Background: an optimization exercise with open tools, aiming at small area and a short achievable clock period. Do not read the settings as production practice. Only simulation tests tie the RTL to the original design; equivalence was not proved. Power and IR drop assume default switching activity.

== build 26 ==
## id_regfile_sb
module id_regfile_sb #(
    parameter  int unsigned XLEN     = common::XLEN_DEFAULT,
    parameter  int unsigned NUM_REGS = common::REGISTER_FILE_SIZE,
    parameter  int unsigned NUM_RD   = 2,
    parameter  int unsigned CNT_W    = 16,
    localparam int unsigned AW       = $clog2(NUM_REGS)
) (
    input  logic                     clk,
    input  logic                     reset,
    input  logic [NUM_RD*AW-1:0]     rd_id,
    output logic [NUM_RD*XLEN-1:0]   rd_data,
    input  logic                     wb_en,
    input  logic [AW-1:0]            wb_id,
    input  logic [XLEN-1:0]          wb_data,
    input  logic                     issue_valid,
    input  logic                     issue_has_rd,
    input  logic [AW-1:0]            issue_rd,
    output logic                     issue_ready,
    input  logic                     flush,
    output logic [NUM_REGS-1:0]      busy,
    output logic [CNT_W-1:0]         stall_cnt,
    output logic [NUM_REGS*XLEN-1:0] debug_reg
);
Size in the first run: about 6,100 cells after synthesis, ~1,200 I/O pins, about 52,000 um2 of cells after synthesis.
clock: 10.0 ns
lec_check: 0
cap_margin: 20
core_margin: 2
core_utilization: 40
setup_slack_margin: 4.0
slew_margin: 20
synth_hierarchical: 1
standard.sh (not shown) runs the stock make flow with config.mk's settings and CLKGATE_MAP_FILE= SYNTH_SCRIPT=/design/flow/synth_recipe.tcl, a recipe that flattens the netlist after the stock synthesis.
==> flow/flow/run.sh <==
#!/bin/bash
# The standard layout, with the smallest port buffers, ABC's buffers removed before placement
# and a clock tree of small buffers over clusters of up to 20 flip-flops, without dummy loads.
set -euo pipefail
bash standard.sh \
  REMOVE_ABC_BUFFERS=1 \
  BUFFER_PORTS_ARGS="-buffer_cell sky130_fd_sc_hd__buf_1" \
  CTS_ARGS="-sink_clustering_enable -repair_clock_nets -dont_use_dummy_load -sink_clustering_size 20 -sink_clustering_max_diameter 100 -buf_list {sky130_fd_sc_hd__clkbuf_8 sky130_fd_sc_hd__clkbuf_16}" \
  finish > make_finish.log 2>&1
Build 26 went all the way through the flow, and no timing, DRC or antenna check failed.
Changes in build 12 relative to build 26:
- CORE_UTILIZATION: 40 -> 50
==> flow/flow/run.sh <==
#!/bin/bash
# The standard layout, with the smallest port buffers, pins one routing track apart (so that the
# 1,194 ports fit around a denser core), ABC's buffers removed before placement and
# a clock tree of small buffers over clusters of up to 12 flip-flops, without dummy loads. Timing
# repair aims 4.0 ns above zero slack up to clock tree synthesis and 3.5 ns after global routing.
set -euo pipefail
args=(
  REMOVE_ABC_BUFFERS=1
  BUFFER_PORTS_ARGS="-buffer_cell sky130_fd_sc_hd__buf_1"
  PLACE_PINS_ARGS="-min_distance 1 -min_distance_in_tracks"
  CTS_ARGS="-sink_clustering_enable -repair_clock_nets -dont_use_dummy_load -sink_clustering_size 12 -sink_clustering_max_diameter 50 -buf_list {sky130_fd_sc_hd__clkbuf_4 sky130_fd_sc_hd__clkbuf_8}"
)
bash standard.sh "${args[@]}" SETUP_SLACK_MARGIN=4.0 cts > make_cts.log 2>&1
bash standard.sh "${args[@]}" SETUP_SLACK_MARGIN=3.5 finish > make_finish.log 2>&1
Per the final summary, build 12 finished and its layout is clean on timing, DRC and antenna. Cell area delta (build 12 − build 26): favourable. Sort build 26 and build 12 by proportion of cell area spent on the clock network, ascending, and build 26 comes first. The synthesis-to-finish area growth of build 12 falls short of that of build 26 by 5.9 points. Relative to build 26, global-route total usage across every layer increased by 8.5 points in build 12. Across both runs, clock power share was higher for build 12 than for build 26. Number of nets in the finished design essentially unchanged between build 12 and build 26. Going from build 26 to build 12, area of the die dropped 26,000 um2; combinational fraction of design power now smaller; wire length of the first global-routing pass has decreased. When build 12 is measured against build 26, its time the worst path needs with I/O delays and setup turns out 0.39 ns higher.

========
Starting RTL as in the previous note.
==> flow/design.v (excerpt) <==
module id_regfile_sb #(
    parameter  int unsigned XLEN     = common::XLEN_DEFAULT,
    parameter  int unsigned NUM_REGS = common::REGISTER_FILE_SIZE,
    parameter  int unsigned NUM_RD   = 2,
    parameter  int unsigned CNT_W    = 16,
    localparam int unsigned AW       = $clog2(NUM_REGS)
) (
    input  logic                     clk,
    input  logic                     reset,
    input  logic [NUM_RD*AW-1:0]     rd_id,
    output logic [NUM_RD*XLEN-1:0]   rd_data,
    input  logic                     wb_en,
    input  logic [AW-1:0]            wb_id,
    input  logic [XLEN-1:0]          wb_data,
    input  logic                     issue_valid,
    input  logic                     issue_has_rd,
    input  logic [AW-1:0]            issue_rd,
    output logic                     issue_ready,
    input  logic                     flush,
    output logic [NUM_REGS-1:0]      busy,
    output logic [CNT_W-1:0]         stall_cnt,
    output logic [NUM_REGS*XLEN-1:0] debug_reg
);
Settings: LEC_CHECK=0, CAP_MARGIN=20, CORE_MARGIN=2, CORE_UTILIZATION=40, SETUP_SLACK_MARGIN=4.0, SLEW_MARGIN=20, SYNTH_HIERARCHICAL=1; clock period 10.0 ns.
==> flow/flow/run.sh <==
#!/bin/bash
# The standard layout, with the smallest port buffers, ABC's buffers removed before placement and
# a clock tree of small buffers over clusters of up to 12 flip-flops, without dummy loads. Timing
# repair aims 4.0 ns above zero slack up to clock tree synthesis and 3.5 ns after global routing.
set -euo pipefail
args=(
  REMOVE_ABC_BUFFERS=1
  BUFFER_PORTS_ARGS="-buffer_cell sky130_fd_sc_hd__buf_1"
  CTS_ARGS="-sink_clustering_enable -repair_clock_nets -dont_use_dummy_load -sink_clustering_size 12 -sink_clustering_max_diameter 50 -buf_list {sky130_fd_sc_hd__clkbuf_4 sky130_fd_sc_hd__clkbuf_8}"
)
bash standard.sh "${args[@]}" SETUP_SLACK_MARGIN=4.0 cts > make_cts.log 2>&1
bash standard.sh "${args[@]}" SETUP_SLACK_MARGIN=3.5 finish > make_finish.log 2>&1
The baseline finished with timing, DRC and antenna clean.
Then changed:
==> flow/flow/run.sh (replaced) <==
#!/bin/bash
# The standard layout, with the smallest port buffers, ABC's buffers removed before placement
# and a clock tree of small buffers over clusters of up to 12 flip-flops, without dummy loads.
set -euo pipefail
bash standard.sh \
  REMOVE_ABC_BUFFERS=1 \
  BUFFER_PORTS_ARGS="-buffer_cell sky130_fd_sc_hd__buf_1" \
  CTS_ARGS="-sink_clustering_enable -repair_clock_nets -dont_use_dummy_load -sink_clustering_size 12 -sink_clustering_max_diameter 50 -buf_list {sky130_fd_sc_hd__clkbuf_4 sky130_fd_sc_hd__clkbuf_8}" \
  finish > make_finish.log 2>&1
Power climbs by 1.1%.
Cell area grows by 4.4%.
Register-to-register slack gets better by 0.04 ns.
Worst setup slack improved by 0.22 ns.

==> separate check: timing with driven ports <==
No port has a modelled driver above. Below, the same layouts with a new extraction and two added sets of constraints. Step 1 (the two cells are an assumption about what drives the block):
set clk [get_ports {clk}]
set_driving_cell -lib_cell sky130_fd_sc_hd__clkbuf_16 $clk
set_driving_cell -lib_cell sky130_fd_sc_hd__buf_2 [delete_from_list [all_inputs] $clk]
Step 2, shift: input delay + t, output delay - t, t = (earliest + latest rising clock arrival at the registers) / 2. This alone moves slack from input paths to output paths. Slacks: no drivers / after step 1 / after step 2; pairs: no drivers / after step 1.
run	t (ns)	setup WS [ns]	worst setup path after step 2	latest minus earliest clock arrival (ns)	worst data-port slew with drivers (ns)
build 26	0.801	3.797 / 3.553 / 3.553	input to output	0.041 / 0.041	0.31
build 12	0.969	3.406 / 3.151 / 3.151	input to output	0.083 / 0.082	0.33
the first run of note 2	1.001	3.630 / 3.424 / 3.424	input to output	0.104 / 0.104	0.29
the second run of note 2	1.010	3.853 / 3.641 / 3.641	input to output	0.101 / 0.102	0.30
After both steps setup and hold are still met in every run listed. For build 12, which loses most, drivers alone change the setup slack by -0.255 ns; drivers and shift together by -0.255 ns.
